This is an optimization exercise on Yosys and OpenROAD, whose aim is small area and a short achievable clock period, not a production implementation.
In this exercise RTL edits were held to simulation tests only and were not proved equivalent to the original.
No activity file was given, so power comes from the tool's default toggle rates.

File: design/flow/flow/run.sh
#!/bin/bash
# Standard layout with two changes: synthesis maps the logic with the ABC
# script in abc_speed2.script (see my_synth.tcl), and the port buffers are
# plain buf_2 cells instead of the delay cells buffer_ports picks on its own.
set -euo pipefail
export MY_WORK="$(pwd)"
export MY_ABC_SCRIPT="$MY_WORK/flow/abc_speed2.script"
export BUFFER_PORTS_ARGS="-buffer_cell sky130_fd_sc_hd__buf_2"
sed "s#SYNTH_SCRIPT=[^ ]*#SYNTH_SCRIPT=$MY_WORK/flow/my_synth.tcl#" standard.sh > my_standard.sh
grep -q "SYNTH_SCRIPT=$MY_WORK/flow/my_synth.tcl" my_standard.sh
bash my_standard.sh finish > make_finish.log 2>&1
File: design/flow/flow/abc_speed2.script
&get -n
&st
&syn2
&if -g -K 6
&synch2
&nf
&st
&syn2
&if -g -K 6
&synch2
&nf
&put
buffer -c
topo
stime -c
upsize -c
dnsize -c
File: design/flow/flow/my_synth.tcl
# The standard flow's synthesis script, with the ABC mapping script swapped for
# flow/abc_speed2.script. Only the technology mapping of the logic changes;
# the flip-flops are mapped before ABC runs and are left as they are.
proc abc {args} {
  set i [lsearch $args -script]
  if {$i >= 0} { lset args [expr {$i + 1}] $::env(MY_ABC_SCRIPT) }
  puts "abc with [lindex $args [expr {$i + 1}]]"
  yosys abc {*}$args
}
source $::env(MY_WORK)/synth_recipe.tcl
File: design/flow/standard.sh
#!/bin/bash
# synth_recipe.tcl (not shown) runs the flow's synth.tcl, then flattens the netlist and writes it again
# the make line also repeats each setting of config.mk as NAME=value (left out here)
make -C /OpenROAD-flow-scripts/flow DESIGN_CONFIG=/design/flow/config.mk WORK_HOME=/design/flow/orfs CLKGATE_MAP_FILE= SYNTH_SCRIPT=/design/flow/synth_recipe.tcl "${@:-finish}"
File: design/flow/config.mk
export PLATFORM = sky130hd
export DESIGN_NAME = counter_top
export DESIGN_NICKNAME = counter_top
export VERILOG_FILES = /design/flow/design.v
export SDC_FILE = /design/flow/constraint.sdc
export NUM_CORES = 4
export LEC_CHECK = 0
export CAP_MARGIN = 20
export CORE_MARGIN = 2
export CORE_UTILIZATION = 40
export SETUP_SLACK_MARGIN = 1.0
export SLEW_MARGIN = 20
File: design/flow/constraint.sdc
create_clock -name core_clock -period 3.5 [get_ports {i_pclk}]
set_input_delay 0.7000 -clock core_clock [delete_from_list [all_inputs] [get_ports {i_pclk}]]
set_output_delay 0.7000 -clock core_clock [all_outputs]
set_load 0.01 [all_outputs]
File: design/flow/design.v
`timescale 1ns/1ps
`default_nettype none
package cnt_pkg;
  localparam int CNT_NUM = 4;
  localparam int CNT_W   = 32;
  localparam int INTR_W  = 2 * CNT_NUM;
endpackage
`default_nettype wire
`timescale 1ns/1ps
`default_nettype none
module cnt_apb_regs (
  input  logic [31:0]                 i_paddr,
  input  logic                        i_pwrite,
  input  logic                        i_psel,
  input  logic                        i_penable,
  output logic                        o_wr,
  output logic                        o_rd,
  output logic                        o_sel_trig,
  output logic                        o_sel_sts,
  output logic                        o_sel_mset,
  output logic                        o_sel_mclr,
  output logic [cnt_pkg::CNT_NUM-1:0] o_sel_ctrl,
  output logic [cnt_pkg::CNT_NUM-1:0] o_sel_tgt,
  output logic [cnt_pkg::CNT_NUM-1:0] o_sel_cnt,
  output logic [cnt_pkg::CNT_NUM-1:0] o_sel_cap
);
  logic       base;
  logic [3:0] ofs;
  assign o_wr = i_psel & ~i_penable & i_pwrite;
  assign o_rd = i_psel & ~i_penable & ~i_pwrite;
  assign base = ~|{i_paddr[31:7], i_paddr[1:0]};
  always_comb begin
    for (int k = 0; k < 4; k++) ofs[k] = (i_paddr[3:2] == k[1:0]);
  end
  assign o_sel_trig = base & (i_paddr[6:4] == 3'd0) & ofs[0];
  assign o_sel_sts  = base & (i_paddr[6:4] == 3'd0) & ofs[1];
  assign o_sel_mset = base & (i_paddr[6:4] == 3'd0) & ofs[2];
  assign o_sel_mclr = base & (i_paddr[6:4] == 3'd0) & ofs[3];
  for (genvar n = 0; n < cnt_pkg::CNT_NUM; n++) begin : g_sel
    logic blk;
    assign blk           = base & (i_paddr[6:4] == 3'(n + 2));
    assign o_sel_ctrl[n] = blk & ofs[0];
    assign o_sel_tgt[n]  = blk & ofs[1];
    assign o_sel_cnt[n]  = blk & ofs[2];
    assign o_sel_cap[n]  = blk & ofs[3];
  end
endmodule
`default_nettype wire
`timescale 1ns/1ps
`default_nettype none
module cnt_channel (
  input  logic        i_pclk,
  input  logic        i_prst_n,
  input  logic        i_wr,
  input  logic        i_rd,
  input  logic        i_sel_ctrl,
  input  logic        i_sel_tgt,
  input  logic        i_sel_cnt,
  input  logic        i_sel_cap,
  input  logic        i_glb_trig,    
  input  logic [31:0] i_wdata,
  input  logic        i_din_a,
  output logic        o_dout_a,
  output logic        o_dout_a_oen,
  output logic [31:0] o_rdata,       
  output logic        o_cmp_evt,
  output logic        o_cap_evt
);
  logic        en_q, edge_q, ovwr_q;
  logic [31:0] tgt_q;
  logic        clear_q;      
  logic        run_nx_q;     
  logic        run_q;
  logic [31:0] cnt_q;
  logic [31:0] cap_q;
  logic        full_q;
  logic        cap_vld_q;
  logic        dout_q, cmp_evt_q, cap_evt_q;
  logic        din_s1, din_s2, din_d;
  logic [31:0] cnt_tgl;
  logic ctrl_wr, glb, start_in, stop_in, clear_in;
  logic load, counting, eq, hit, edge_hit, cap_take, cap_read;
  assign ctrl_wr  = i_wr & i_sel_ctrl;
  assign glb      = i_glb_trig & en_q;
  assign start_in = (ctrl_wr & i_wdata[4]) | (glb & i_wdata[0]);
  assign stop_in  = (ctrl_wr & i_wdata[5]) | (glb & i_wdata[1]);
  assign clear_in = (ctrl_wr & i_wdata[6]) | (glb & i_wdata[2]);
  always_ff @(posedge i_pclk or negedge i_prst_n) begin
    if (!i_prst_n) begin
      en_q   <= 1'b0;
      edge_q <= 1'b0;
      ovwr_q <= 1'b0;
    end else if (ctrl_wr) begin
      en_q   <= i_wdata[0];
      edge_q <= i_wdata[1];
      ovwr_q <= i_wdata[2];
    end
  end
  always_ff @(posedge i_pclk or negedge i_prst_n) begin
    if (!i_prst_n) begin
      tgt_q <= '0;
    end else if (i_wr & i_sel_tgt) begin
      tgt_q <= i_wdata;
    end
  end
  always_ff @(posedge i_pclk or negedge i_prst_n) begin
    if (!i_prst_n) begin
      clear_q  <= 1'b0;
      run_nx_q <= 1'b0;
      run_q    <= 1'b0;
    end else begin
      clear_q  <= clear_in;
      run_nx_q <= ~stop_in & (start_in | run_nx_q);
      run_q    <= run_nx_q;
    end
  end
  assign load     = i_wr & i_sel_cnt;
  assign counting = run_q & en_q;
  assign eq       = (cnt_q == tgt_q);
  assign hit      = counting & eq & ~clear_q & ~load;
  always_comb begin
    cnt_tgl[0] = counting;
    for (int i = 1; i < 32; i++) cnt_tgl[i] = counting & (&(cnt_q | ~((32'd1 << i) - 32'd1)));
  end
  always_ff @(posedge i_pclk or negedge i_prst_n) begin
    if (!i_prst_n) begin
      cnt_q <= '0;
    end else begin
      cnt_q <= ({32{~clear_q & load}} & i_wdata)
             | ({32{~clear_q & ~load & ~(counting & eq)}} & (cnt_q ^ cnt_tgl));
    end
  end
  always_ff @(posedge i_pclk or negedge i_prst_n) begin
    if (!i_prst_n) begin
      dout_q    <= 1'b0;
      cmp_evt_q <= 1'b0;
    end else begin
      dout_q    <= dout_q ^ hit;
      cmp_evt_q <= hit;
    end
  end
  always_ff @(posedge i_pclk or negedge i_prst_n) begin
    if (!i_prst_n) begin
      din_s1 <= 1'b0;
      din_s2 <= 1'b0;
      din_d  <= 1'b0;
    end else begin
      din_s1 <= i_din_a;
      din_s2 <= din_s1;
      din_d  <= din_s2;
    end
  end
  assign edge_hit = (din_s2 ^ din_d) & (din_d == edge_q);
  assign cap_take = en_q & edge_hit & (~full_q | ovwr_q);
  assign cap_read = i_rd & i_sel_cap;
  always_ff @(posedge i_pclk or negedge i_prst_n) begin
    if (!i_prst_n) begin
      full_q    <= 1'b0;
      cap_evt_q <= 1'b0;
    end else begin
      full_q    <= cap_take | (full_q & ~cap_read);
      cap_evt_q <= cap_take;
    end
  end
  always_ff @(posedge i_pclk) begin
    if (cap_take) begin
      cap_q <= cnt_q;
    end
  end
  always_ff @(posedge i_pclk or negedge i_prst_n) begin
    if (!i_prst_n) begin
      cap_vld_q <= 1'b0;
    end else if (cap_take) begin
      cap_vld_q <= 1'b1;
    end
  end
  assign o_rdata = ({32{i_sel_tgt}} & tgt_q)
                 | ({32{i_sel_cnt}} & cnt_q)
                 | ({32{i_sel_cap & cap_vld_q}} & cap_q)
                 | ({32{i_sel_ctrl}} & {22'd0, full_q, run_q, 5'd0, ovwr_q, edge_q, en_q});
  assign o_dout_a     = dout_q;
  assign o_dout_a_oen = en_q;
  assign o_cmp_evt    = cmp_evt_q;
  assign o_cap_evt    = cap_evt_q;
endmodule
`default_nettype wire
`timescale 1ns/1ps
`default_nettype none
module cnt_intr_ctrl (
  input  logic                       i_pclk,
  input  logic                       i_prst_n,
  input  logic [cnt_pkg::INTR_W-1:0] i_evt,
  input  logic                       i_sts_clr_wr,
  input  logic                       i_mask_set_wr,
  input  logic                       i_mask_clr_wr,
  input  logic [cnt_pkg::INTR_W-1:0] i_data,
  output logic [cnt_pkg::INTR_W-1:0] o_sts,
  output logic [cnt_pkg::INTR_W-1:0] o_mask,
  output logic                       o_int
);
  logic [cnt_pkg::INTR_W-1:0] sts_q;
  logic [cnt_pkg::INTR_W-1:0] mask_q;
  logic                       int_q;
  always_ff @(posedge i_pclk or negedge i_prst_n) begin
    if (!i_prst_n) begin
      sts_q <= '0;
    end else begin
      sts_q <= (sts_q & ~({cnt_pkg::INTR_W{i_sts_clr_wr}} & i_data)) | i_evt;
    end
  end
  always_ff @(posedge i_pclk or negedge i_prst_n) begin
    if (!i_prst_n) begin
      mask_q <= '0;
    end else if (i_mask_set_wr) begin
      mask_q <= mask_q | i_data;
    end else if (i_mask_clr_wr) begin
      mask_q <= mask_q & ~i_data;
    end
  end
  always_ff @(posedge i_pclk or negedge i_prst_n) begin
    if (!i_prst_n) begin
      int_q <= 1'b0;
    end else begin
      int_q <= |(sts_q & mask_q);
    end
  end
  assign o_sts  = sts_q;
  assign o_mask = mask_q;
  assign o_int  = int_q;
endmodule
`default_nettype wire
`timescale 1ns/1ps
`default_nettype none
module counter_top (
  input  logic                        i_pclk,
  input  logic                        i_prst_n,
  input  logic [31:0]                 i_paddr,
  input  logic [31:0]                 i_pwdata,
  input  logic                        i_pwrite,
  input  logic                        i_psel,
  input  logic                        i_penable,
  output logic [31:0]                 o_prdata,
  input  logic [cnt_pkg::CNT_NUM-1:0] i_extern_din_a,
  output logic [cnt_pkg::CNT_NUM-1:0] o_extern_dout_a,
  output logic [cnt_pkg::CNT_NUM-1:0] o_extern_dout_a_oen,
  output logic                        o_int
);
  logic                           wr, rd;
  logic                           sel_trig, sel_sts, sel_mset, sel_mclr;
  logic [cnt_pkg::CNT_NUM-1:0]    sel_ctrl, sel_tgt, sel_cnt, sel_cap;
  logic [cnt_pkg::CNT_NUM*32-1:0] ch_rdata;
  logic [cnt_pkg::INTR_W-1:0]     intr_evt;
  logic [cnt_pkg::INTR_W-1:0]     intr_sts;
  logic [cnt_pkg::INTR_W-1:0]     intr_mask;
  logic [31:0]                    rdata;
  logic [31:0]                    prdata_q;
  cnt_apb_regs u_dec (
    .i_paddr    (i_paddr),
    .i_pwrite   (i_pwrite),
    .i_psel     (i_psel),
    .i_penable  (i_penable),
    .o_wr       (wr),
    .o_rd       (rd),
    .o_sel_trig (sel_trig),
    .o_sel_sts  (sel_sts),
    .o_sel_mset (sel_mset),
    .o_sel_mclr (sel_mclr),
    .o_sel_ctrl (sel_ctrl),
    .o_sel_tgt  (sel_tgt),
    .o_sel_cnt  (sel_cnt),
    .o_sel_cap  (sel_cap)
  );
  for (genvar n = 0; n < cnt_pkg::CNT_NUM; n++) begin : g_ch
    cnt_channel u_ch (
      .i_pclk       (i_pclk),
      .i_prst_n     (i_prst_n),
      .i_wr         (wr),
      .i_rd         (rd),
      .i_sel_ctrl   (sel_ctrl[n]),
      .i_sel_tgt    (sel_tgt[n]),
      .i_sel_cnt    (sel_cnt[n]),
      .i_sel_cap    (sel_cap[n]),
      .i_glb_trig   (wr & sel_trig),
      .i_wdata      (i_pwdata),
      .i_din_a      (i_extern_din_a[n]),
      .o_dout_a     (o_extern_dout_a[n]),
      .o_dout_a_oen (o_extern_dout_a_oen[n]),
      .o_rdata      (ch_rdata[32*n +: 32]),
      .o_cmp_evt    (intr_evt[2*n]),
      .o_cap_evt    (intr_evt[2*n+1])
    );
  end
  cnt_intr_ctrl u_intr (
    .i_pclk        (i_pclk),
    .i_prst_n      (i_prst_n),
    .i_evt         (intr_evt),
    .i_sts_clr_wr  (wr & sel_sts),
    .i_mask_set_wr (wr & sel_mset),
    .i_mask_clr_wr (wr & sel_mclr),
    .i_data        (i_pwdata[cnt_pkg::INTR_W-1:0]),
    .o_sts         (intr_sts),
    .o_mask        (intr_mask),
    .o_int         (o_int)
  );
  always_comb begin
    rdata = {24'd0, ({8{sel_sts}} & intr_sts) | ({8{sel_mset}} & intr_mask)};
    for (int n = 0; n < cnt_pkg::CNT_NUM; n++) rdata = rdata | ch_rdata[32*n +: 32];
  end
  always_ff @(posedge i_pclk) begin
    prdata_q <= rdata;
  end
  assign o_prdata = prdata_q;
endmodule
`default_nettype wire
==> results of run 1 <==
per-stage QoR:
| step | power (mW) | util, % | cells | area (um^2) |
|---|---|---|---|---|
| detailed placement | 6.281 | 43.41 | 2892 | 25050 |
| global placement | 6.278 | 43.41 | 2892 | 25050 |
| finish | 12.06 | 47.55 | 3014 | 27430 |
| CTS | 12.11 | 46.97 | 2998 | 27100 |
| floorplan | 6.029 | - | 2076 | 23330 |
| global route | 12.37 | 47.55 | 3014 | 27430 |
metal layers:
layer  track usage [%]  up-vias
li1                  -     7892
met1             37.67     9367
met2             43.65     1077
met3             6.439      241
met4             12.19        0
met5                 0        -
how the worst min path moves through the flow:
stage | start | to | slack, ps
after global routing | i_prst_n | g_ch[0].u_ch.din_s1 | 70
after global placement | g_ch[1].u_ch.din_s1 | g_ch[1].u_ch.din_s2 | 330
after floorplan | g_ch[0].u_ch.din_s1 | g_ch[0].u_ch.din_s2 | 330
final | i_prst_n | g_ch[0].u_ch.din_s1 | 50
after detailed placement | g_ch[1].u_ch.din_s1 | g_ch[1].u_ch.din_s2 | 340
after CTS | i_prst_n | g_ch[0].u_ch.din_s1 | 50
worst max-delay path, delay by kind of cell (launching register included):
family,cells,cell delay [ps]
xor+xnor,2,380
buf+inv,1,170
compound gates,1,400
flops,1,390
simple gates,3,1210
sequential cells by signal, summed over array words and instances (netlist names), 4 cells and up, named ones only:
signal / cells
g_ch.u_ch.run_nx_q: 4
g_ch.u_ch.cmp_evt_q: 4
g_ch.u_ch.cnt_q: 128
g_ch.u_ch.din_s1: 4
u_intr.sts_q: 8
g_ch.u_ch.din_d: 4
g_ch.u_ch.cap_q: 128
prdata_q: 32
g_ch.u_ch.cap_vld_q: 4
g_ch.u_ch.dout_q: 4
g_ch.u_ch.tgt_q: 128
g_ch.u_ch.en_q: 4
g_ch.u_ch.din_s2: 4
g_ch.u_ch.run_q: 4
g_ch.u_ch.cap_evt_q: 4
g_ch.u_ch.edge_q: 4
g_ch.u_ch.ovwr_q: 4
g_ch.u_ch.clear_q: 4
g_ch.u_ch.full_q: 4
power by group:
group | internal [mW] | switching [mW]
Clock | 3.46 | 2.43
Combinational | 0.0744 | 0.264
Sequential | 5.83 | 0.00327
Total | 9.36 | 2.69
final cells by class:
class	count	share of cell area (%)
sequential	489	46.44
tap	765	3.489
multi-input combinational	1408	37.10
timing repair buffer	228	6.007
inverter	24	0.3375
clock inverter	19	0.6294
clock buffer	81	6.003
logic make-up (layout without fill, tap and decap cells):
family | after synthesis | after routing
flops | 489 | 489
xor+xnor | 256 | 256
buf+inv | 179 | 352
fa+ha+maj | 4 | 4
mux | 140 | 140
compound gates | 414 | 414
simple gates | 594 | 594
synth_stat cells, types with 31 or more instances:
library cell  instances  area, um^2
a22oi_1              85       638.1
clkbuf_1             88       330.3
edfxtp_1            128        3844
mux2_1               33       371.6
a21oi_1              31       155.2
xnor2_1              89       779.5
a222oi_1             41       410.4
xor2_1              167        1463
nand4_1              71       444.2
buf_2                44       220.2
nand2_1             238       893.4
nor4_1               35       219.0
nor2_1               49       183.9
dfxtp_1              32       640.6
dfrtp_1             329        8233
nand3_1              73       365.4
o21ai_0             121       605.6
mux2_2              102        1149
cells in the final DEF, fill, tap and decap left out, types with 32 or more instances in the layout:
cell	n
a222oi_1	41
dfrtp_1	312
xor2_1	162
mux2_1	33
a22oi_1	85
edfxtp_1	128
dfxtp_1	32
o21ai_0	107
nand3_1	68
nor2_1	47
clkbuf_16	58
buf_2	111
nand4_1	71
buf_4	96
nand2_1	237
xnor2_1	88
mux2_2	102
repair_timing:
item | 4_1_cts | 5_1_grt
resized for setup | 42 | 53
pin swaps | 13 | 25
setup endpoints to repair | 155 | 143
hold endpoints to repair | 0 | 0
buffers inserted | 5 | 15
cloned | 1 | 1
==> out/metrics.yaml, run 1 <==
worst_hold_class: "input port to async pin"
grt_overflow_total: 0
crit_end: "g_ch[2].u_ch.dout_q"
syn_avg_cell_area_um2: 11.24
reg2regPathDepth: 7
wl_per_cell_um: 28.09
finalHoldViolCount: 0
filler_cells: 5232
postRouteWirelength_um: 84650
wl_met2_um: 38290
numPortBuffers: 113
grt_start_max_net_pins: 70
met1_length_um: 33380
power_density_nw_per_um2: 439.6
critical_path.max_fanout: 3
first_global_vias: 18403
core_um2: 57700
asyncSetResetFlopFracSynth_pct: 67.28
pre_cts_ws_ps: 367.4
critPathCaptureType: "flip-flop"
worst_skew_pair.late_latency_ps: 620
critPathSlowestCell: "or4_4"
gp_congestion: 0.9284
grt_antenna_before_repair: 0
yosysSeqAreaShare_pct: 54.51
cts_buffers: 53
worstMarginPinSlew_ps: 704.3
slowest_delay_ps: 650
area_share_of_xor_xnor_cells_in_the_synthesized_design_pct: 9.611
synthesis.instances: 2076
postSynthNetCount: 2153
worst_setup_path_start_kind: "flip-flop"
viasPerCell: 6.164
leakagePower_nw: 11.47
grt_util_all_layers_pct: 28.11
slew_viol_final: 0
relSlewSlack_pct: 53.05
grt_first_pass_wirelength_um: 124800
setup.reg_to_reg.worst_slack_ps: 870
vias: 18577
die_h_um: 245.5
clock_path_buffers: 3
ctsHtreeMaxLevel: 2
worst_ir_drop_vdd_mv: 0.3671
critical_path_class: "flip-flop to flip-flop"
synth.mux.area_fraction_pct: 6.731
outcome: "no timing/DRC/antenna violations"
number_of_synthesized_flops_with_an_enable_pin: 128
routed-wl-met3_um: 8695
r2r-end: "g_ch[2].u_ch.dout_q"
yosys_warnings: 4
detail_route.first_pass.iterations: 7
synth_compound_gate_area_share_pct: 12.12
initial_utilization_pct: 40.43
area_grow_syn2layout_pct: 17.59
ys_seq_elements: 489
fin_crit_ps: 2627
drtAntennaViolNets: 0
ff_to_ff_start: "g_ch[2].u_ch.tgt_q[19]"
layout_worst_path_cycle_share_pct: 75.05
floorplan.die_area_um2: 60270
multi_input_area_um2: 10180
drive_above_1_share_pct: 23.25
synthDistinctLibCells: 61
setup_violations: 0
ctsRootBufferMaster: "clkbuf_16"
topRoutingLayerUsed: "met4"
count_of_routing_violations_after_the_opening_detailed_route_iteration: 2392
path_cells: "xor2_1, nor4_2, buf_4, nand4_1, or4_4, a311oi_4, xor2_1"
whs_ps: 47.84
synth_simple_gate_area_share_pct: 13.44
combinational_family_with_the_most_area_after_synthesis: "simple AND/OR/NAND/NOR gates"
max_freq_mhz: 380.7
synth_fa_ha_area_share_pct: 0.2145
rsz_0062_raised_after_global_routing: "true"
synth.cell_area_um2: 23330
setup-tns-final_ps: 0
clock_sink_count: 489
worst-endpoint-required_ps: 4050
fp.dieW_um: 245.5
cap_viol_max_count: 0
area_of_all_sequential_standard_cells_um2: 12740
fin_skew_ps: 23.91
cts-hold-fix-buffers: 0
path_clk_slew_ps: 60
worst_path_most_repeated_cell: "xor2_1"
final_nets: 2281
drc_errors: 0
postSynth.topFlopCell: "dfrtp_1"
antenna_cells: 0
fp-row-count: 88
dp_hpwl_um: 57540
worst_setup_path_startpoint: "g_ch[2].u_ch.tgt_q[19]"
worst_slack_ps: 873.3
tritoncts: "done"
io_pins: 114
worst-endpoint-arrival_ps: 3170
==> inputs of run 2 (changes only) <==
--- a/design/flow/design.v
+++ b/design/flow/design.v
@@ -22,7 +22,14 @@
   output logic [cnt_pkg::CNT_NUM-1:0] o_sel_ctrl,
   output logic [cnt_pkg::CNT_NUM-1:0] o_sel_tgt,
   output logic [cnt_pkg::CNT_NUM-1:0] o_sel_cnt,
-  output logic [cnt_pkg::CNT_NUM-1:0] o_sel_cap
+  output logic [cnt_pkg::CNT_NUM-1:0] o_sel_cap,
+  output logic                        o_base,
+  output logic                        o_rsel_sts,
+  output logic                        o_rsel_mset,
+  output logic [cnt_pkg::CNT_NUM-1:0] o_rsel_ctrl,
+  output logic [cnt_pkg::CNT_NUM-1:0] o_rsel_tgt,
+  output logic [cnt_pkg::CNT_NUM-1:0] o_rsel_cnt,
+  output logic [cnt_pkg::CNT_NUM-1:0] o_rsel_cap
 );
   logic       base;
   logic [3:0] ofs;
@@ -32,6 +39,9 @@
   always_comb begin
     for (int k = 0; k < 4; k++) ofs[k] = (i_paddr[3:2] == k[1:0]);
   end
+  assign o_base      = base;
+  assign o_rsel_sts  = (i_paddr[6:4] == 3'd0) & ofs[1];
+  assign o_rsel_mset = (i_paddr[6:4] == 3'd0) & ofs[2];
   assign o_sel_trig = base & (i_paddr[6:4] == 3'd0) & ofs[0];
   assign o_sel_sts  = base & (i_paddr[6:4] == 3'd0) & ofs[1];
   assign o_sel_mset = base & (i_paddr[6:4] == 3'd0) & ofs[2];
@@ -43,6 +53,10 @@
     assign o_sel_tgt[n]  = blk & ofs[1];
     assign o_sel_cnt[n]  = blk & ofs[2];
     assign o_sel_cap[n]  = blk & ofs[3];
+    assign o_rsel_ctrl[n] = (i_paddr[6:4] == 3'(n + 2)) & ofs[0];
+    assign o_rsel_tgt[n]  = (i_paddr[6:4] == 3'(n + 2)) & ofs[1];
+    assign o_rsel_cnt[n]  = (i_paddr[6:4] == 3'(n + 2)) & ofs[2];
+    assign o_rsel_cap[n]  = (i_paddr[6:4] == 3'(n + 2)) & ofs[3];
   end
 endmodule
 `default_nettype wire
@@ -57,6 +71,10 @@
   input  logic        i_sel_tgt,
   input  logic        i_sel_cnt,
   input  logic        i_sel_cap,
+  input  logic        i_rsel_ctrl,   
+  input  logic        i_rsel_tgt,
+  input  logic        i_rsel_cnt,
+  input  logic        i_rsel_cap,
   input  logic        i_glb_trig,    
   input  logic [31:0] i_wdata,
   input  logic        i_din_a,
@@ -174,10 +192,10 @@
       cap_vld_q <= 1'b1;
     end
   end
-  assign o_rdata = ({32{i_sel_tgt}} & tgt_q)
-                 | ({32{i_sel_cnt}} & cnt_q)
-                 | ({32{i_sel_cap & cap_vld_q}} & cap_q)
-                 | ({32{i_sel_ctrl}} & {22'd0, full_q, run_q, 5'd0, ovwr_q, edge_q, en_q});
+  assign o_rdata = ({32{i_rsel_tgt}} & tgt_q)
+                 | ({32{i_rsel_cnt}} & cnt_q)
+                 | ({32{i_rsel_cap & cap_vld_q}} & cap_q)
+                 | ({32{i_rsel_ctrl}} & {22'd0, full_q, run_q, 5'd0, ovwr_q, edge_q, en_q});
   assign o_dout_a     = dout_q;
   assign o_dout_a_oen = en_q;
   assign o_cmp_evt    = cmp_evt_q;
@@ -211,10 +229,9 @@
   always_ff @(posedge i_pclk or negedge i_prst_n) begin
     if (!i_prst_n) begin
       mask_q <= '0;
-    end else if (i_mask_set_wr) begin
-      mask_q <= mask_q | i_data;
-    end else if (i_mask_clr_wr) begin
-      mask_q <= mask_q & ~i_data;
+    end else begin
+      mask_q <= (mask_q & ~({cnt_pkg::INTR_W{i_mask_clr_wr & ~i_mask_set_wr}} & i_data))
+              | ({cnt_pkg::INTR_W{i_mask_set_wr}} & i_data);
     end
   end
   always_ff @(posedge i_pclk or negedge i_prst_n) begin
@@ -248,6 +265,9 @@
   logic                           wr, rd;
   logic                           sel_trig, sel_sts, sel_mset, sel_mclr;
   logic [cnt_pkg::CNT_NUM-1:0]    sel_ctrl, sel_tgt, sel_cnt, sel_cap;
+  logic                           base, rsel_sts, rsel_mset;
+  logic [cnt_pkg::CNT_NUM-1:0]    rsel_ctrl, rsel_tgt, rsel_cnt, rsel_cap;
+  logic                           base_q;
   logic [cnt_pkg::CNT_NUM*32-1:0] ch_rdata;
   logic [cnt_pkg::INTR_W-1:0]     intr_evt;
   logic [cnt_pkg::INTR_W-1:0]     intr_sts;
@@ -268,7 +288,14 @@
     .o_sel_ctrl (sel_ctrl),
     .o_sel_tgt  (sel_tgt),
     .o_sel_cnt  (sel_cnt),
-    .o_sel_cap  (sel_cap)
+    .o_sel_cap  (sel_cap),
+    .o_base     (base),
+    .o_rsel_sts (rsel_sts),
+    .o_rsel_mset(rsel_mset),
+    .o_rsel_ctrl(rsel_ctrl),
+    .o_rsel_tgt (rsel_tgt),
+    .o_rsel_cnt (rsel_cnt),
+    .o_rsel_cap (rsel_cap)
   );
   for (genvar n = 0; n < cnt_pkg::CNT_NUM; n++) begin : g_ch
     cnt_channel u_ch (
@@ -280,6 +307,10 @@
       .i_sel_tgt    (sel_tgt[n]),
       .i_sel_cnt    (sel_cnt[n]),
       .i_sel_cap    (sel_cap[n]),
+      .i_rsel_ctrl  (rsel_ctrl[n]),
+      .i_rsel_tgt   (rsel_tgt[n]),
+      .i_rsel_cnt   (rsel_cnt[n]),
+      .i_rsel_cap   (rsel_cap[n]),
       .i_glb_trig   (wr & sel_trig),
       .i_wdata      (i_pwdata),
       .i_din_a      (i_extern_din_a[n]),
@@ -303,12 +334,13 @@
     .o_int         (o_int)
   );
   always_comb begin
-    rdata = {24'd0, ({8{sel_sts}} & intr_sts) | ({8{sel_mset}} & intr_mask)};
+    rdata = {24'd0, ({8{rsel_sts}} & intr_sts) | ({8{rsel_mset}} & intr_mask)};
     for (int n = 0; n < cnt_pkg::CNT_NUM; n++) rdata = rdata | ch_rdata[32*n +: 32];
   end
   always_ff @(posedge i_pclk) begin
     prdata_q <= rdata;
+    base_q   <= base;
   end
-  assign o_prdata = prdata_q;
+  assign o_prdata = prdata_q & {32{base_q}};
 endmodule
 `default_nettype wire
==> design/flow/flow/run.sh (replaced) <==
#!/bin/bash
# Standard layout with these changes:
#  - synthesis maps the logic with the ABC script in abc_speed2.script (see
#    my_synth.tcl); flip-flops are mapped before ABC and are left as they are
#  - the port buffers are plain buf_2 cells instead of the delay cells
#    buffer_ports picks on its own
#  - clock tree synthesis adds no dummy loads and builds the tree from
#    clkbuf_4/clkbuf_8
set -euo pipefail
export MY_WORK="$(pwd)"
export MY_ABC_SCRIPT="$MY_WORK/flow/abc_speed2.script"
export BUFFER_PORTS_ARGS="-buffer_cell sky130_fd_sc_hd__buf_2"
export CTS_ARGS="-sink_clustering_enable -repair_clock_nets -dont_use_dummy_load -buf_list {sky130_fd_sc_hd__clkbuf_4 sky130_fd_sc_hd__clkbuf_8}"
sed "s#SYNTH_SCRIPT=[^ ]*#SYNTH_SCRIPT=$MY_WORK/flow/my_synth.tcl#" standard.sh > my_standard.sh
grep -q "SYNTH_SCRIPT=$MY_WORK/flow/my_synth.tcl" my_standard.sh
bash my_standard.sh finish > make_finish.log 2>&1
==> run 2 against run 1 <==
Net effect:
- synthesized area is 0.60% lower
- power fell by 12%
- flip-flop and latch count grew 1
- maximum frequency grew 1.9%
- critical path depth unchanged
- largest cell class unchanged
- cell area shrank 3.0%
- via count fell by 1.2%
- synthesized cell count decreased by 2.8%
- cell count fell by 2.8%
- critical endpoint is now g_ch[1].u_ch.cnt_q[2]
==> out/metrics.yaml, run 2 <==
yosysSeqAreaShare_pct: 54.93
wl_per_cell_um: 29.14
outcome: "no timing/DRC/antenna violations"
number_of_synthesized_flops_with_an_enable_pin: 128
worst-endpoint-arrival_ps: 3120
fin_crit_ps: 2577
worst_setup_path_start_kind: "flip-flop"
postRouteWirelength_um: 85420
leakagePower_nw: 11.23
postSynthNetCount: 2094
clock_sink_count: 490
worst_ir_drop_vdd_mv: 0.2468
postSynth.topFlopCell: "dfrtp_1"
mostFrequentLayoutCell: "dfrtp_1"
ctsHtreeMaxLevel: 3
synth.cell_area_um2: 23190
tritoncts: "done"
numPortBuffers: 113
worstMarginPinSlew_ps: 989.8
power_density_nw_per_um2: 397.7
grt_util_all_layers_pct: 28.31
slew_viol_final: 0
worst_slack_ps: 922.8
critical_path.max_fanout: 16
final_nets: 2242
die_h_um: 244.8
dp_hpwl_um: 57320
initial_utilization_pct: 40.35
drc_errors: 0
worst_skew_pair.late_latency_ps: 700
path_clk_slew_ps: 60
gp_congestion: 0.9633
finalHoldViolCount: 0
leading_post_synthesis_cells_by_cell_area: "dfrtp_1 36%, edfxtp_1 17%, xor2_1 5.0%, xnor2_1 4.6%, mux2_1 3.4%"
max_freq_mhz: 388.0
layout.cells.most_common_list: "321 x dfrtp_1, 179 x nand2_1, 130 x xor2_1"
yosys-top-cells-count: "329 x dfrtp_1, 183 x nand2_1, 133 x xor2_1"
clock_path_buffers: 3
viasPerCell: 6.262
syn_avg_cell_area_um2: 11.50
core_um2: 57480
first_global_vias: 18298
grt_start_max_net_pins: 87
layout_worst_path_cycle_share_pct: 73.64
whs_ps: 134.0
ctsRootBufferMaster: "clkbuf_8"
fp.dieW_um: 244.8
fp-row-count: 88
synth_top_area_cell: "dfrtp_1"
rsz_0062_raised_after_global_routing: "true"
cts_buffers: 87
grt_antenna_before_repair: 3
yosys_warnings: 4
reg_top3: "g_ch.u_ch.cap_q: 128 flops, g_ch.u_ch.cnt_q: 128 flops, g_ch.u_ch.tgt_q: 128 flops"
area_grow_syn2layout_pct: 14.72
critical_path_class: "flip-flop to flip-flop"
synthesis.instances: 2017
drive_above_1_share_pct: 20.34
post-synth-top-count-cell: "dfrtp_1"
count_of_routing_violations_after_the_opening_detailed_route_iteration: 2204
io_pins: 114
filler_cells: 5332
synthDistinctLibCells: 62
worst_hold_class: "input port to flip-flop"
ys_seq_elements: 490
relSlewSlack_pct: 33.86
asyncSetResetFlopFracSynth_pct: 67.14
detail_route.first_pass.iterations: 6
pre_cts_ws_ps: -58.96
vias: 18353
drtAntennaViolNets: 0
grt_overflow_total: 0
setup_violations: 0
critPathCaptureType: "flip-flop"
floorplan.die_area_um2: 59920
fraction_of_synthesized_cell_area_taken_by_the_top_area_cell_type_pct: 35.50
fin_skew_ps: 74.57
grt_first_pass_wirelength_um: 123800
worst-endpoint-required_ps: 4040
cap_viol_max_count: 0
[run 2: power breakdown]
part / internal, mW / switching (mW)
combinational: 0.0722 / 0.251
clock: 2.18 / 2.21
sequential: 5.86 / 0.00509
total: 8.11 / 2.47
[run 2: worst paths after layout]
path | startpoint | to | slack [ps] | depth (start not counted)
worst max-delay path | g_ch[1].u_ch.cnt_q[6] | g_ch[1].u_ch.cnt_q[2] | 920 | 7
worst min-delay path | i_extern_din_a[1] | g_ch[1].u_ch.din_s1 | 130 | 1
worst max register to register | g_ch[1].u_ch.cnt_q[6] | g_ch[1].u_ch.cnt_q[2] | 920 | 7
worst min register to register | g_ch[0].u_ch.din_s1 | g_ch[0].u_ch.din_s2 | 340 | 0
max in group asynchronous | i_prst_n | g_ch[2].u_ch.cnt_q[13] | 1970 | 3
min in group asynchronous | i_prst_n | g_ch[0].u_ch.din_s2 | 540 | 2
[run 2: timing repair]
item | in CTS | in global routing
hold buffers | 1 | 0
gates cloned | 0 | 2
endpoints found under the setup margin | 156 | 43
resized for setup | 37 | 22
setup buffers | 2 | 4
pin swaps | 11 | 6
hold endpoints to repair | 49 | 0
[run 2: cell type report]
type / count / area (um^2) / share of cell area [%]
multi-input cells: 1347 / 10040 / 37.73
diodes: 3 / 7.507 / 0.02822
repair buffers: 202 / 1513 / 5.686
well taps: 765 / 957.2 / 3.598
inverters: 37 / 138.9 / 0.5221
clock buffers: 87 / 1197 / 4.501
flip-flops and latches: 490 / 12750 / 47.93
[run 2: cells by family after synthesis]
family	synth area share [%]
adders and majority gates	0.2158
DFF	54.93
muxes	7.144
and+or+nand+nor	12.25
buffers and inverters	3.313
AOI/OAI and AO/OA	12.49
xor gates and xnor gates	9.669
[run 2: layer usage]
| metal | share of wire, % | vias up | GRT usage, % |
|---|---|---|---|
| met5 | 0.015 | - | 0 |
| met4 | 4.9 | 2 | 12.97 |
| met3 | 9.3 | 258 | 6.582 |
| met2 | 45 | 1105 | 43.85 |
| met1 | 41 | 9360 | 37.74 |
| li1 | - | 7628 | - |
[run 2: per-stage QoR]
stage               total power [mW]  instance area [um^2]  util, %  cells  TNS [ps]
floorplan                      6.042                 23190        -   2017         0
global placement               6.286                 24980    43.46   2832         0
detailed placement             6.289                 24980    43.46   2832    -58.96
CTS                            10.64                 26420    45.97   2922         0
global route                   10.89                 26600    46.28   2930         0
finish                         10.58                 26600    46.29   2931         0
[run 2: worst max-delay path, cell delays in order (launching register included)]
cell,delay [ps]
dfrtp_1,470
xor2_1,240
nor4_2,390
nand4_1,340
nor4_4,340
nand2b_4,300
clkbuf_16,240
o21ai_0,110
==> inputs of run 3 (changes only) <==
==> design/flow/flow/run.sh (replaced) <==
#!/bin/bash
# Standard layout with these changes:
#  - synthesis maps the logic with the ABC script in abc_speed2.script (see
#    my_synth.tcl); flip-flops are mapped before ABC and are left as they are
#  - the port buffers are plain buf_2 cells instead of the delay cells
#    buffer_ports picks on its own
#  - clock tree synthesis adds no dummy loads and builds the tree from
#    clkbuf_8 cells, with clusters of up to 14 sinks
set -euo pipefail
export MY_WORK="$(pwd)"
export MY_ABC_SCRIPT="$MY_WORK/flow/abc_speed2.script"
export BUFFER_PORTS_ARGS="-buffer_cell sky130_fd_sc_hd__buf_2"
export CTS_ARGS="-sink_clustering_enable -repair_clock_nets -dont_use_dummy_load -buf_list {sky130_fd_sc_hd__clkbuf_8} -sink_clustering_size 14 -sink_clustering_max_diameter 60"
sed "s#SYNTH_SCRIPT=[^ ]*#SYNTH_SCRIPT=$MY_WORK/flow/my_synth.tcl#" standard.sh > my_standard.sh
grep -q "SYNTH_SCRIPT=$MY_WORK/flow/my_synth.tcl" my_standard.sh
bash my_standard.sh finish > make_finish.log 2>&1
==> run 3 against run 2 <==
Net effect:
- wire length shrank 1.0%
- worst setup slack gained 14 ps
- still clean
- cell count decreased by 1.3%
- critical path depth grew 1
- global-route usage down 0.35 points
- maximum frequency increased by 0.56%
- flip-flop and latch count unchanged
- first-iteration DRC count is 5.4% higher
- cell area shrank 2.0%
==> out/metrics.yaml, run 3 <==
outcome: "no timing/DRC/antenna violations"
numPlacedInstances: 2832
gp_congestion: 0.9633
first_global_vias: 17883
grt_first_pass_wirelength_um: 122700
worst_setup_path_start_kind: "input port"
floorplan.die_area_um2: 59920
tritoncts: "done"
cts_buffers: 46
syn_avg_cell_area_um2: 11.50
fp.dieW_um: 244.8
drive_above_1_share_pct: 19.35
ys_seq_elements: 490
layout_worst_path_cycle_share_pct: 73.23
dp_hpwl_um: 57320
worst_skew_pair.late_latency_ps: 710
filler_cells: 5331
postRouteWirelength_um: 84540
postSynthNetCount: 2094
internal_power_mw: 7.089
ctsHtreeMaxLevel: 2
relSlewSlack_pct: 34.78
grt_util_all_layers_pct: 27.96
grt_start_max_net_pins: 87
synth_top_area_cell: "dfrtp_1"
worst-endpoint-arrival_ps: 3010
fraction_of_synthesized_cell_area_taken_by_the_top_area_cell_type_pct: 35.50
critical_path_class: "input port to flip-flop"
critical_path.max_fanout: 19
area_of_all_sequential_standard_cells_um2: 12760
p_switching_mw: 2.190
finalHoldViolCount: 0
detail_route.first_pass.iterations: 6
power.sequential.fraction_pct: 63.1
rsz_0062_raised_after_global_routing: "true"
initial_utilization_pct: 40.35
clock_sink_count: 490
synthDistinctLibCells: 62
leading_post_synthesis_cells_by_cell_area: "dfrtp_1 36%, edfxtp_1 17%, xor2_1 5.0%, xnor2_1 4.6%, mux2_1 3.4%"
yosysSeqAreaShare_pct: 54.93
final_cells: 2893
viasPerCell: 6.235
yosys-top-cells-count: "329 x dfrtp_1, 183 x nand2_1, 133 x xor2_1"
critPathCaptureType: "flip-flop"
io_pins: 114
setup_violations: 0
die_h_um: 244.8
drc_errors: 0
worst-endpoint-required_ps: 3940
layout.cells.most_common_list: "311 x dfrtp_1, 179 x nand2_1, 129 x xor2_1"
ctsRootBufferMaster: "clkbuf_8"
asyncSetResetFlopFracSynth_pct: 67.14
number_of_synthesized_flops_with_an_enable_pin: 128
worst_slack_ps: 937.0
fin_crit_ps: 2563
fp-row-count: 88
reg_top3: "g_ch.u_ch.cap_q: 128 flops, g_ch.u_ch.cnt_q: 128 flops, g_ch.u_ch.tgt_q: 128 flops"
core_um2: 57480
area_grow_syn2layout_pct: 12.47
worst_ir_drop_vdd_mv: 0.2365
post-synth-top-count-cell: "dfrtp_1"
comb_power_share_pct: 3.5
worstMarginPinSlew_ps: 975.9
vias: 18038
grt_overflow_total: 0
clock_path_buffers: 3
finish.utilization_pct: 45.38
multi_input_area_um2: 10050
yosys_warnings: 4
path_clk_slew_ps: 90
fin_skew_ps: 89.69
wl_per_cell_um: 29.22
pre_cts_ws_ps: -58.96
worst_hold_class: "input port to flip-flop"
mostFrequentLayoutCell: "dfrtp_1"
max_freq_mhz: 390.2
final_nets: 2203
power_frac_clock_pct: 33.5
synthesis.instances: 2017
swShare_pct: 23.60
postSynth.topFlopCell: "dfrtp_1"
drtAntennaViolNets: 0
grt_antenna_before_repair: 6
count_of_routing_violations_after_the_opening_detailed_route_iteration: 2324
slew_viol_final: 0
power_density_nw_per_um2: 355.8
numPortBuffers: 113
synth.cell_area_um2: 23190
leakagePower_nw: 10.95
cap_viol_max_count: 0
[run 3: cell counts after synthesis]
No cell type changed its count.
[run 3: critical path, stage by stage]
cell and delay [ps]:
buf_2 380, nand2b_1 370, nor3_2 170, buf_4 270, a22oi_1 340, nand2_1 170
a2111oi_4 310, nand4_1 290
[run 3: path summary, 6_finish.rpt]
kind	startpoint	to	slack [ps]	cells after the start
min in group asynchronous	i_prst_n	g_ch[3].u_ch.tgt_q[1]	510	2
min reg2reg	g_ch[0].u_ch.din_s1	g_ch[0].u_ch.din_s2	340	0
max reg2reg	g_ch[1].u_ch.cnt_q[18]	g_ch[1].u_ch.cnt_q[25]	980	7
max in group asynchronous	i_prst_n	g_ch[0].u_ch.cnt_q[19]	1960	3
max	i_paddr[2]	prdata_q[8]	940	8
min	i_extern_din_a[1]	g_ch[1].u_ch.din_s1	110	1
[run 3: what timing repair did]
action | in CTS | in global routing
setup endpoints to repair | 149 | 93
resized for setup | 35 | 34
setup buffers | 3 | 5
hold buffers | 1 | 0
hold endpoints to repair | 49 | 0
gates cloned | 0 | 2
pin swaps | 8 | 10
[run 3: logic make-up (layout without fill, tap and decap cells)]
logic type,Yosys count,in the layout,synth area share [%]
buffers and inverters,180,287,3.313
muxes,148,148,7.144
AOI/OAI and AO/OA,382,382,12.49
xor gates and xnor gates,256,256,9.669
other,0,4,0
DFF,490,490,54.93
and+or+nand+nor,557,557,12.25
adders and majority gates,4,4,0.2158
[run 3: layout make-up]
class                   instances  share of cell area [%]
diodes                          4                 0.03838
clock buffers                  46                   2.427
inverters                      37                  0.5325
multi-input cells            1347                   38.55
flip-flops and latches        490                   48.94
well taps                     765                   3.670
repair buffers                204                   5.848
[run 3: power by group through the flow]
stage	logic (mW)	registers, mW	clock network [mW]
3_5_place_dp	0.318	5.97	0
3_3_place_gp	0.315	5.97	0
6_report	0.320	5.85	3.11
4_1_cts	0.320	5.85	3.17
2_1_floorplan	0.0728	5.97	0
5_1_grt	0.344	5.85	3.40
[run 3: stage by stage]
| step | instance area, um^2 | power (mW) | setup TNS [ps] | hold WS (ps) |
|---|---|---|---|---|
| detailed placement | 24980 | 6.289 | -58.96 | 336.5 |
| finish | 26080 | 9.279 | 0 | 110.3 |
| floorplan | 23190 | 6.042 | 0 | 331.2 |
| global placement | 24980 | 6.286 | 0 | 333.5 |
| global route | 26080 | 9.593 | 0 | 96.89 |
| CTS | 25840 | 9.346 | 0 | 76.45 |
[run 3: routing by layer]
layer | share of wire, % | GRT usage, %
met1 | 40 | 37.42
met4 | 4.9 | 12.54
met2 | 45 | 43.32
met5 | 0.027 | 0
met3 | 10 | 6.451
==> inputs of run 4 (changes only) <==
--- a/design/flow/config.mk
+++ b/design/flow/config.mk
@@ -5,8 +5,8 @@
 export SDC_FILE = /design/flow/constraint.sdc
 export NUM_CORES = 4
 export LEC_CHECK = 0
-export CAP_MARGIN = 20
+export CAP_MARGIN = 0
 export CORE_MARGIN = 2
 export CORE_UTILIZATION = 40
 export SETUP_SLACK_MARGIN = 1.0
-export SLEW_MARGIN = 20
+export SLEW_MARGIN = 0
==> run 4 against run 3 <==
Net effect:
- clock-buffer cell count did not move
- synthesized area stayed put
- utilization unchanged
- sequential share of layout area unchanged
- synthesized cell count is the same
- register-to-register slack about the same
- still clean on timing, DRC and antenna
- cell count is the same
- power stayed put
==> out/metrics.yaml, run 4 <==
setup.reg_to_reg.worst_slack_ps: 980
relSlewSlack_pct: 34.78
reg2regPathDepth: 7
drive_above_1_share_pct: 19.35
clock_path_buffers: 3
syn_avg_cell_area_um2: 11.50
final_nets: 2203
dp_hpwl_um: 57320
clock_sink_count: 490
synthesis.instances: 2017
synth.cell_area_um2: 23190
leakagePower_nw: 10.95
grt_antenna_before_repair: 6
drtAntennaViolNets: 0
leading_post_synthesis_cells_by_cell_area: "dfrtp_1 36%, edfxtp_1 17%, xor2_1 5.0%, xnor2_1 4.6%, mux2_1 3.4%"
setup-tns-final_ps: 0
yosys_warnings: 4
ctsHtreeMaxLevel: 2
mostFrequentLayoutCell: "dfrtp_1"
number_of_synthesized_flops_with_an_enable_pin: 128
worst_setup_path_start_kind: "input port"
setup_violations: 0
yosysSeqAreaShare_pct: 54.93
ff_to_ff_start: "g_ch[1].u_ch.cnt_q[18]"
grt_util_all_layers_pct: 27.96
postSynthNetCount: 2094
count_of_routing_violations_after_the_opening_detailed_route_iteration: 2324
post-synth-top-count-cell: "dfrtp_1"
synthDistinctLibCells: 62
rsz_0062_raised_after_global_routing: "true"
wl_per_cell_um: 29.22
critPathCaptureType: "flip-flop"
initial_utilization_pct: 40.35
outcome: "no timing/DRC/antenna violations"
io_pins: 114
path_clk_slew_ps: 90
r2r-end: "g_ch[1].u_ch.cnt_q[25]"
fraction_of_synthesized_cell_area_taken_by_the_top_area_cell_type_pct: 35.50
detail_route.first_pass.iterations: 6
postSynth.topFlopCell: "dfrtp_1"
reg_top3: "g_ch.u_ch.cap_q: 128 flops, g_ch.u_ch.cnt_q: 128 flops, g_ch.u_ch.tgt_q: 128 flops"
gp_congestion: 0.9633
yosys-top-cells-count: "329 x dfrtp_1, 183 x nand2_1, 133 x xor2_1"
first_global_vias: 17883
vias: 18038
die_h_um: 244.8
hold-path-endpoint: "g_ch[1].u_ch.din_s1"
min-delay-start: "i_extern_din_a[1]"
layout_worst_path_cycle_share_pct: 73.23
worst-endpoint-required_ps: 3940
area_of_all_sequential_standard_cells_um2: 12760
tritoncts: "done"
critical_path_class: "input port to flip-flop"
critical_path.max_fanout: 19
asyncSetResetFlopFracSynth_pct: 67.14
ys_seq_elements: 490
cts_buffers: 46
max_freq_mhz: 390.2
drc_errors: 0
worst-endpoint-arrival_ps: 3010
power_density_nw_per_um2: 355.8
fp-row-count: 88
fp.dieW_um: 244.8
synth_top_area_cell: "dfrtp_1"
postRouteWirelength_um: 84540
worstMarginPinSlew_ps: 975.9
grt_start_max_net_pins: 87
worst_hold_class: "input port to flip-flop"
fin_crit_ps: 2563
finalHoldViolCount: 0
ctsRootBufferMaster: "clkbuf_8"
grt_first_pass_wirelength_um: 122700
multi_input_area_um2: 10050
numPortBuffers: 113
floorplan.die_area_um2: 59920
worst_skew_pair.late_latency_ps: 710
grt_overflow_total: 0
layout.cells.most_common_list: "311 x dfrtp_1, 179 x nand2_1, 129 x xor2_1"
worst_ir_drop_vdd_mv: 0.2365
viasPerCell: 6.235
slew_viol_final: 0
cap_viol_max_count: 0
worst_hold_path.num_cells: 1
core_um2: 57480
area_grow_syn2layout_pct: 12.47
design_power_total_mw: 9.279
filler_cells: 5331
fin_skew_ps: 89.69
==> run 4: cell counts in the layout (fill, tap and decap cells not counted) <==
Identical to the previous run, type by type.
==> run 4: layout make-up <==
| cell class | instances | share of cell area [%] |
|---|---|---|
| flip-flops and latches | 490 | 48.94 |
| multi-input cells | 1347 | 38.55 |
| repair buffers | 204 | 5.848 |
| well taps | 765 | 3.670 |
| clock buffers | 46 | 2.427 |
| inverters | 37 | 0.5325 |
| diodes | 4 | 0.03838 |
==> run 4: worst max-delay path by stage <==
stage	cells after the start	from	end
after CTS	7	g_ch[3].u_ch.cnt_q[29]	g_ch[3].u_ch.cnt_q[10]
after global routing	7	g_ch[1].u_ch.cnt_q[18]	g_ch[1].u_ch.cnt_q[25]
final	8	i_paddr[2]	prdata_q[8]
after floorplan	8	i_paddr[2]	g_ch[0].u_ch.run_nx_q
after global placement	8	i_paddr[2]	prdata_q[8]
after detailed placement	8	i_paddr[2]	prdata_q[8]
==> run 4: cell families after synthesis <==
group / share of synthesized area [%]
AND/OR/NAND/NOR: 12.25
flip-flops: 54.93
buffers and inverters: 3.313
multiplexers: 7.144
adder cells (fa/ha/maj): 0.2158
XOR/XNOR: 9.669
AO/OA/AOI/OAI: 12.49
==> run 4: through the flow <==
stage / area (um^2) / setup slack (ps) / utilization (%) / hold WS [ps] / instances
4_1_cts: 25840 / 999.0 / 44.96 / 76.45 / 2882
5_1_grt: 26080 / 960.0 / 45.37 / 96.89 / 2892
2_1_floorplan: 23190 / 1021 / - / 331.2 / 2017
6_report: 26080 / 937.0 / 45.38 / 110.3 / 2893
3_5_place_dp: 24980 / -58.96 / 43.46 / 336.5 / 2832
3_3_place_gp: 24980 / 63.57 / 43.46 / 333.5 / 2832
==> run 4: critical path, cell delays in order <==
cell	delay [ps]
buf_2	380
nand2b_1	370
nor3_2	170
buf_4	270
a22oi_1	340
nand2_1	170
a2111oi_4	310
nand4_1	290
==> run 4: where the power goes <==
group          switching (mW)  internal, mW  total [mW]  leakage, nW
Clock                    1.94          1.17        3.11        0.331
Sequential            0.00505          5.85        5.85         5.59
Combinational           0.248        0.0719       0.320         5.03
Total                    2.19          7.09        9.28         11.0
==> run 4: repair_timing <==
action,CTS,global route
pin swaps,8,10
endpoints found under the setup margin,149,93
gates cloned,0,2
hold endpoints to repair,49,0
gates resized for setup,35,34
hold buffers,1,0
buffers inserted,3,5
==> run 4: per-layer routing <==
layer	wire length [um]	vias up	track usage (%)
li1	-	7542	-
met1	33660	9178	37.42
met2	38090	1088	43.32
met3	8653	226	6.451
met4	4110	4	12.54
met5	23	-	0
==> inputs of run 5 (changes only) <==
==> design/flow/config.mk (replaced) <==
export PLATFORM = sky130hd
export DESIGN_NAME = counter_top
export DESIGN_NICKNAME = counter_top
export VERILOG_FILES = /design/flow/design.v
export SDC_FILE = /design/flow/constraint.sdc
export NUM_CORES = 4
export LEC_CHECK = 0
export CAP_MARGIN = 20
export CORE_MARGIN = 2
export CORE_UTILIZATION = 40
export SETUP_SLACK_MARGIN = 1.2
export SLEW_MARGIN = 20
==> run 5 against run 4 <==
Net effect:
- utilization increased by 1.5 points
- cell area increased by 3.4%
- first-iteration DRC count rose by 2.0%
- still clean
- clock power decreased by 1%
- via count rose by 0.65%
- sequential power is essentially flat
- power fell by 0.28%
- die area did not move
- critical path type is now flip-flop to flip-flop
- critical endpoint is now g_ch[0].u_ch.cnt_q[18]
- wire length is 1.8% higher
- hold slack improved by 18 ps
==> out/metrics.yaml, run 5 <==
outcome: "no timing/DRC/antenna violations"
postLayoutCellArea_um2: 26960
worst_setup_path_start_kind: "flip-flop"
fraction_of_synthesized_cell_area_taken_by_the_top_area_cell_type_pct: 35.50
dpl_cell_area_um2: 25080
area_share_of_xor_xnor_cells_in_the_synthesized_design_pct: 9.669
drc_errors: 0
relSlewSlack_pct: 26.31
combinational_family_with_the_most_area_after_synthesis: "compound AO/OA/AOI/OAI gates"
hold-path-endpoint: "g_ch[3].u_ch.din_s1"
ctsRootBufferMaster: "clkbuf_8"
cts_buffers: 44
wl_per_cell_um: 29.21
multi_input_area_um2: 10440
synth_simple_gate_area_share_pct: 12.25
synth_compound_gate_area_share_pct: 12.49
layout_worst_path_cycle_share_pct: 68.35
rsz_0062_raised_after_global_routing: "true"
yosysSeqAreaShare_pct: 54.93
finalHoldViolCount: 0
postSynth.topFlopCell: "dfrtp_1"
grt_overflow_total: 0
fp.dieW_um: 244.8
area_of_all_sequential_standard_cells_um2: 12810
fin_skew_ps: 47.76
vias: 18156
synth.mux.area_fraction_pct: 7.144
mostFrequentLayoutCell: "dfrtp_1"
leading_post_synthesis_cells_by_cell_area: "dfrtp_1 36%, edfxtp_1 17%, xor2_1 5.0%, xnor2_1 4.6%, mux2_1 3.4%"
yosys_warnings: 4
number_of_synthesized_flops_with_an_enable_pin: 128
area_grow_syn2layout_pct: 16.26
critical_path_class: "flip-flop to flip-flop"
synth_fa_ha_area_share_pct: 0.2158
io_pins: 114
synth.cell_area_um2: 23190
postSynthNetCount: 2094
min-delay-start: "i_extern_din_a[3]"
ctsHtreeMaxLevel: 2
leakagePower_nw: 11.29
gp_congestion: 0.9533
worst_setup_path_startpoint: "g_ch[0].u_ch.cnt_q[16]"
numPlacedInstances: 2836
grt_start_max_net_pins: 87
ff_to_ff_start: "g_ch[0].u_ch.cnt_q[16]"
power_density_nw_per_um2: 343.2
finish.utilization_pct: 46.91
critPathCaptureType: "flip-flop"
clock_path_buffers: 3
yosys-top-cells-count: "329 x dfrtp_1, 183 x nand2_1, 133 x xor2_1"
final_nets: 2257
asyncSetResetFlopFracSynth_pct: 67.14
core_um2: 57480
ys_seq_elements: 490
post-synth-top-count-cell: "dfrtp_1"
slowest_delay_ps: 620
drive_above_1_share_pct: 25.07
final_cells: 2946
fin_crit_ps: 2392
postRouteWirelength_um: 86050
critical_path.max_fanout: 6
die_h_um: 244.8
slew_viol_final: 0
path_cells: "xor2_2, nor3_2, nand3_1, or4_4, nand2_8, clkbuf_16, o21ai_0"
viasPerCell: 6.163
synth_top_area_cell: "dfrtp_1"
worstMarginPinSlew_ps: 1105
worst-endpoint-required_ps: 4020
worst_hold_class: "input port to flip-flop"
reg2regPathDepth: 7
setup_violations: 0
synthDistinctLibCells: 62
filler_cells: 5286
grt_util_all_layers_pct: 28.19
first_global_vias: 17508
critPathSlowestCell: "or4_4"
worst_ir_drop_vdd_mv: 0.2137
count_of_routing_violations_after_the_opening_detailed_route_iteration: 2370
syn_avg_cell_area_um2: 11.50
setup.reg_to_reg.worst_slack_ps: 1110
numPortBuffers: 113
initial_utilization_pct: 40.35
worst_hold_path.num_cells: 1
max_freq_mhz: 418.0
worst-endpoint-arrival_ps: 2920
reg_top3: "g_ch.u_ch.cap_q: 128 flops, g_ch.u_ch.cnt_q: 128 flops, g_ch.u_ch.tgt_q: 128 flops"
floorplan.die_area_um2: 59920
synthesis.instances: 2017
detail_route.first_pass.iterations: 6
tritoncts: "done"
layout.cells.most_common_list: "270 x dfrtp_1, 178 x nand2_1, 128 x edfxtp_1"
setup-tns-final_ps: 0
worst_skew_pair.late_latency_ps: 680
r2r-end: "g_ch[0].u_ch.cnt_q[18]"
dp_hpwl_um: 59010
path_clk_slew_ps: 100
fp-row-count: 88
drtAntennaViolNets: 0
grt_antenna_before_repair: 3
clock_sink_count: 490
grt_first_pass_wirelength_um: 123100
cap_viol_max_count: 0
[run 5: cell counts after synthesis]
Identical to the previous run, type by type.
[run 5: metrics by stage]
stage,setup WS (ps),hold WS (ps),power (mW)
after global routing,1107,95.38,9.521
after detailed placement,-44.96,335.5,6.302
after global placement,-106.4,336.7,6.299
after CTS,1154,95.07,9.297
final,1108,127.9,9.253
after floorplan,1113,331.2,6.047
[run 5: worst max path at each step]
| stage | end | slack (ps) | depth (start not counted) |
|---|---|---|---|
| global route | g_ch[1].u_ch.cnt_q[20] | 1110 | 7 |
| floorplan | g_ch[0].u_ch.tgt_q[10] | 1110 | 7 |
| CTS | o_prdata[18] | 1150 | 3 |
| global placement | prdata_q[8] | -110 | 8 |
| detailed placement | prdata_q[8] | -40 | 8 |
| finish | g_ch[0].u_ch.cnt_q[18] | 1110 | 7 |
[run 5: per-layer routing]
| layer | GRT usage (%) | vias to the layer above | share of wire, % |
|---|---|---|---|
| li1 | - | 7632 | - |
| met1 | 38.89 | 9303 | 40 |
| met2 | 43.53 | 1039 | 45 |
| met3 | 5.893 | 182 | 10 |
| met4 | 11.01 | 0 | 4.5 |
| met5 | 0 | - | 0 |
[run 5: cell families (layout without fill, tap and decap cells)]
family          Yosys count  count (layout)
compound gates          382             382
mux                     148             148
xor+xnor                256             256
fa+ha+maj                 4               4
other cells               0               3
flops                   490             490
buf+inv                 180             341
simple gates            557             557
[run 5: worst max-delay path, delay by kind of cell (launching register included)]
family,cells,cell delay [ps]
AND/OR/NAND/NOR,4,1250
buffers and inverters,1,190
AO/OA/AOI/OAI,1,80
flip-flops,1,500
XOR/XNOR,1,230
[run 5: report_power, final]
part	total, mW	internal [mW]	switching, mW
Clock	3.07	1.12	1.94
Combinational	0.338	0.0781	0.260
Sequential	5.85	5.84	0.00475
Total	9.25	7.05	2.21
[run 5: final cells by class]
type / count / area share [%]
clock buffers: 44 / 2.246
inverters: 37 / 0.5198
well taps: 765 / 3.550
repair buffers: 260 / 7.388
diodes: 3 / 0.02785
multi-input cells: 1347 / 38.73
flip-flops and latches: 490 / 47.53
[run 5: repair_timing]
action	in CTS	in global routing
setup endpoints to repair	188	185
hold buffers	1	0
buffers inserted	32	25
cloned	1	4
hold endpoints to repair	51	0
pin swaps	28	24
resized for setup	97	83
==> inputs of run 6 (changes only) <==
--- a/design/flow/config.mk
+++ b/design/flow/config.mk
@@ -8,5 +8,5 @@
 export CAP_MARGIN = 20
 export CORE_MARGIN = 2
 export CORE_UTILIZATION = 40
-export SETUP_SLACK_MARGIN = 1.2
+export SETUP_SLACK_MARGIN = 0.8
 export SLEW_MARGIN = 20
==> run 6 against run 5 <==
Net effect:
- largest cell class unchanged
- worst setup slack worse by 310 ps
- utilization down 2.2 points
- still clean
- die area unchanged
- register-to-register slack worse by 310 ps
- first-iteration DRC count down 0.76%
- flip-flop and latch count unchanged
- hold slack worse by 44 ps
- cell count down 2.2%
- clock power about the same
- clock skew up 17 ps
- wire length down 1.9%
==> out/metrics.yaml, run 6 <==
outcome: "no timing/DRC/antenna violations"
pre_cts_ws_ps: 419.8
critPathSlowestCell: "dfrtp_1"
dpl_cell_area_um2: 24980
layout.cells.most_common_list: "324 x dfrtp_1, 180 x nand2_1, 133 x xor2_1"
layout_worst_path_cycle_share_pct: 77.16
cap_viol_max_count: 0
clock_sink_count: 490
dp_hpwl_um: 57420
worst_hold_class: "input port to async pin"
relSlewSlack_pct: 44.46
critPathCaptureType: "flip-flop"
area_grow_syn2layout_pct: 10.91
grt_util_all_layers_pct: 28.12
synthDistinctLibCells: 62
yosys_warnings: 4
wl_per_cell_um: 29.30
r2r-end: "g_ch[2].u_ch.cnt_q[19]"
cts_buffers: 43
initial_utilization_pct: 40.35
power_density_nw_per_um2: 358.4
worst_slack_ps: 799.3
max_freq_mhz: 370.3
drc_errors: 0
worstMarginPinSlew_ps: 812.2
mostFrequentLayoutCell: "dfrtp_1"
setup.reg_to_reg.worst_slack_ps: 800
worst_setup_path_start_kind: "flip-flop"
post-synth-top-count-cell: "dfrtp_1"
fp-row-count: 88
slowest_delay_ps: 480
gp_congestion: 0.9498
design_power_total_mw: 9.217
fp.dieW_um: 244.8
postSynth.topFlopCell: "dfrtp_1"
synthesis.instances: 2017
ff_to_ff_start: "g_ch[2].u_ch.cnt_q[14]"
drive_above_1_share_pct: 17.42
path_cells: "xnor2_1, nand4_1, nor4_2, buf_4, nand3_1, nand2_1, buf_12, o22ai_1"
yosysSeqAreaShare_pct: 54.93
die_h_um: 244.8
fraction_of_synthesized_cell_area_taken_by_the_top_area_cell_type_pct: 35.50
core_um2: 57480
floorplan.die_area_um2: 59920
syn_avg_cell_area_um2: 11.50
global_route.usage.met3_pct: 5.653
worst_ir_drop_vdd_mv: 0.2179
number_of_synthesized_flops_with_an_enable_pin: 128
groute.layer.met1.usage_pct: 38.39
grt_antenna_before_repair: 4
synth_top_area_cell: "dfrtp_1"
postLayoutCellArea_um2: 25720
detail_route.first_pass.iterations: 7
crit_end: "g_ch[2].u_ch.cnt_q[19]"
postSynthNetCount: 2094
worst_skew_pair.late_latency_ps: 670
rsz_0062_raised_after_global_routing: "true"
grt_first_pass_wirelength_um: 123700
postRouteWirelength_um: 84420
clock_path_buffers: 3
path_clk_slew_ps: 100
viasPerCell: 6.231
yosys-top-cells-count: "329 x dfrtp_1, 183 x nand2_1, 133 x xor2_1"
synth.cell_area_um2: 23190
critical_path_class: "flip-flop to flip-flop"
asyncSetResetFlopFracSynth_pct: 67.14
fin_crit_ps: 2701
setup_violations: 0
ys_seq_elements: 490
leakagePower_nw: 10.84
count_of_routing_violations_after_the_opening_detailed_route_iteration: 2352
drtAntennaViolNets: 0
ctsHtreeMaxLevel: 2
global_route.peak_usage_layer: "met2"
leading_post_synthesis_cells_by_cell_area: "dfrtp_1 36%, edfxtp_1 17%, xor2_1 5.0%, xnor2_1 4.6%, mux2_1 3.4%"
fin_skew_ps: 64.27
final_cells: 2881
worst-endpoint-arrival_ps: 3180
slew_viol_final: 0
reg_top3: "g_ch.u_ch.cap_q: 128 flops, g_ch.u_ch.cnt_q: 128 flops, g_ch.u_ch.tgt_q: 128 flops"
reg2regPathDepth: 8
numPlacedInstances: 2833
whs_ps: 83.73
final_nets: 2192
numPortBuffers: 113
ctsRootBufferMaster: "clkbuf_8"
worst-endpoint-required_ps: 3980
vias: 17951
first_global_vias: 17919
worst_setup_path_startpoint: "g_ch[2].u_ch.cnt_q[14]"
io_pins: 114
tritoncts: "done"
finalHoldViolCount: 0
critical_path.max_fanout: 31
grt_use_met2_pct: 43.33
setup-tns-final_ps: 0
finish.utilization_pct: 44.75
grt_overflow_total: 0
grt_start_max_net_pins: 95
==> run 6: cell counts after synthesis <==
Identical to the previous run, type by type.
==> run 6: report_power, final <==
part           total (mW)  internal (mW)  switching [mW]
registers            5.85           5.85         0.00535
clock network        3.04           1.10            1.94
logic               0.325         0.0761           0.249
==> run 6: worst min-delay path by stage <==
stage,from,endpoint,slack (ps)
after floorplan,g_ch[0].u_ch.din_s1,g_ch[0].u_ch.din_s2,330
after global placement,g_ch[1].u_ch.din_s1,g_ch[1].u_ch.din_s2,330
after detailed placement,g_ch[2].u_ch.din_s1,g_ch[2].u_ch.din_s2,340
after CTS,i_prst_n,g_ch[0].u_ch.din_s1,100
after global routing,i_extern_din_a[3],g_ch[3].u_ch.din_s1,110
final,i_prst_n,g_ch[0].u_ch.din_s1,80
==> run 6: cell families (layout without fill, tap and decap cells) <==
group,count (synthesis),count (layout),synth area share (%)
compound gates,382,382,12.49
xor+xnor,256,256,9.669
fa+ha+maj,4,4,0.2158
buf+inv,180,276,3.313
flops,490,490,54.93
mux,148,148,7.144
other cells,0,3,0
simple gates,557,557,12.25
==> run 6: layer usage <==
layer	share of wire [%]	wire length, um
met1	41	34540
met2	45	38070
met3	9.4	7902
met4	4.6	3905
met5	0.011	9
==> run 6: cell type report <==
type / count / area, um^2
flip-flops and latches: 490 / 12740
repair buffers: 196 / 1394
well taps: 765 / 957.2
multi-input cells: 1347 / 9884
diodes: 3 / 7.507
fillers: 5364 / 31750
inverters: 37 / 141.4
clock buffers: 43 / 591.8
==> run 6: critical path, delay by kind of cell (launching register included) <==
kind,cells,cell delay (ps)
and+or+nand+nor,4,1010
buffers and inverters,2,430
DFF,1,480
xor gates and xnor gates,1,420
AOI/OAI and AO/OA,1,200
==> run 6: timing repair <==
item,in CTS,in global routing
hold buffers,0,0
cloned,0,0
pin swaps,0,5
setup endpoints to repair,123,95
hold endpoints to repair,0,0
gates resized for setup,12,16
setup buffers,0,2

[static timing again, ports no longer ideal]
The results above use ideal ports. As a check the final layouts listed here were re-extracted and re-timed, cells and wires unchanged. Step 1, drivers: a clkbuf_16 drives i_pclk and a buf_2 each remaining input, both assumed. Step 2, shift: input delay + t, output delay - t, t = (earliest + latest rising clock arrival at the registers) / 2. This alone moves slack from input paths to output paths. a / b / c = ideal ports / drivers / drivers and shift; a / b = the first two.
run | t, ns | slack for setup (ns) | pins driven straight from the clock port
run 1 | 0.672 | 0.873 / 0.873 / 0.400 | 1
run 2 | 0.726 | 0.923 / 0.923 / 0.369 | 1
run 3 | 0.723 | 0.937 / 0.976 / 0.255 | 1
run 4 | 0.723 | 0.937 / 0.976 / 0.255 | 1
run 5 | 0.712 | 1.108 / 1.108 / 0.526 | 1
run 6 | 0.701 | 0.799 / 0.799 / 0.352 | 1
After both steps every run listed still meets setup and hold.
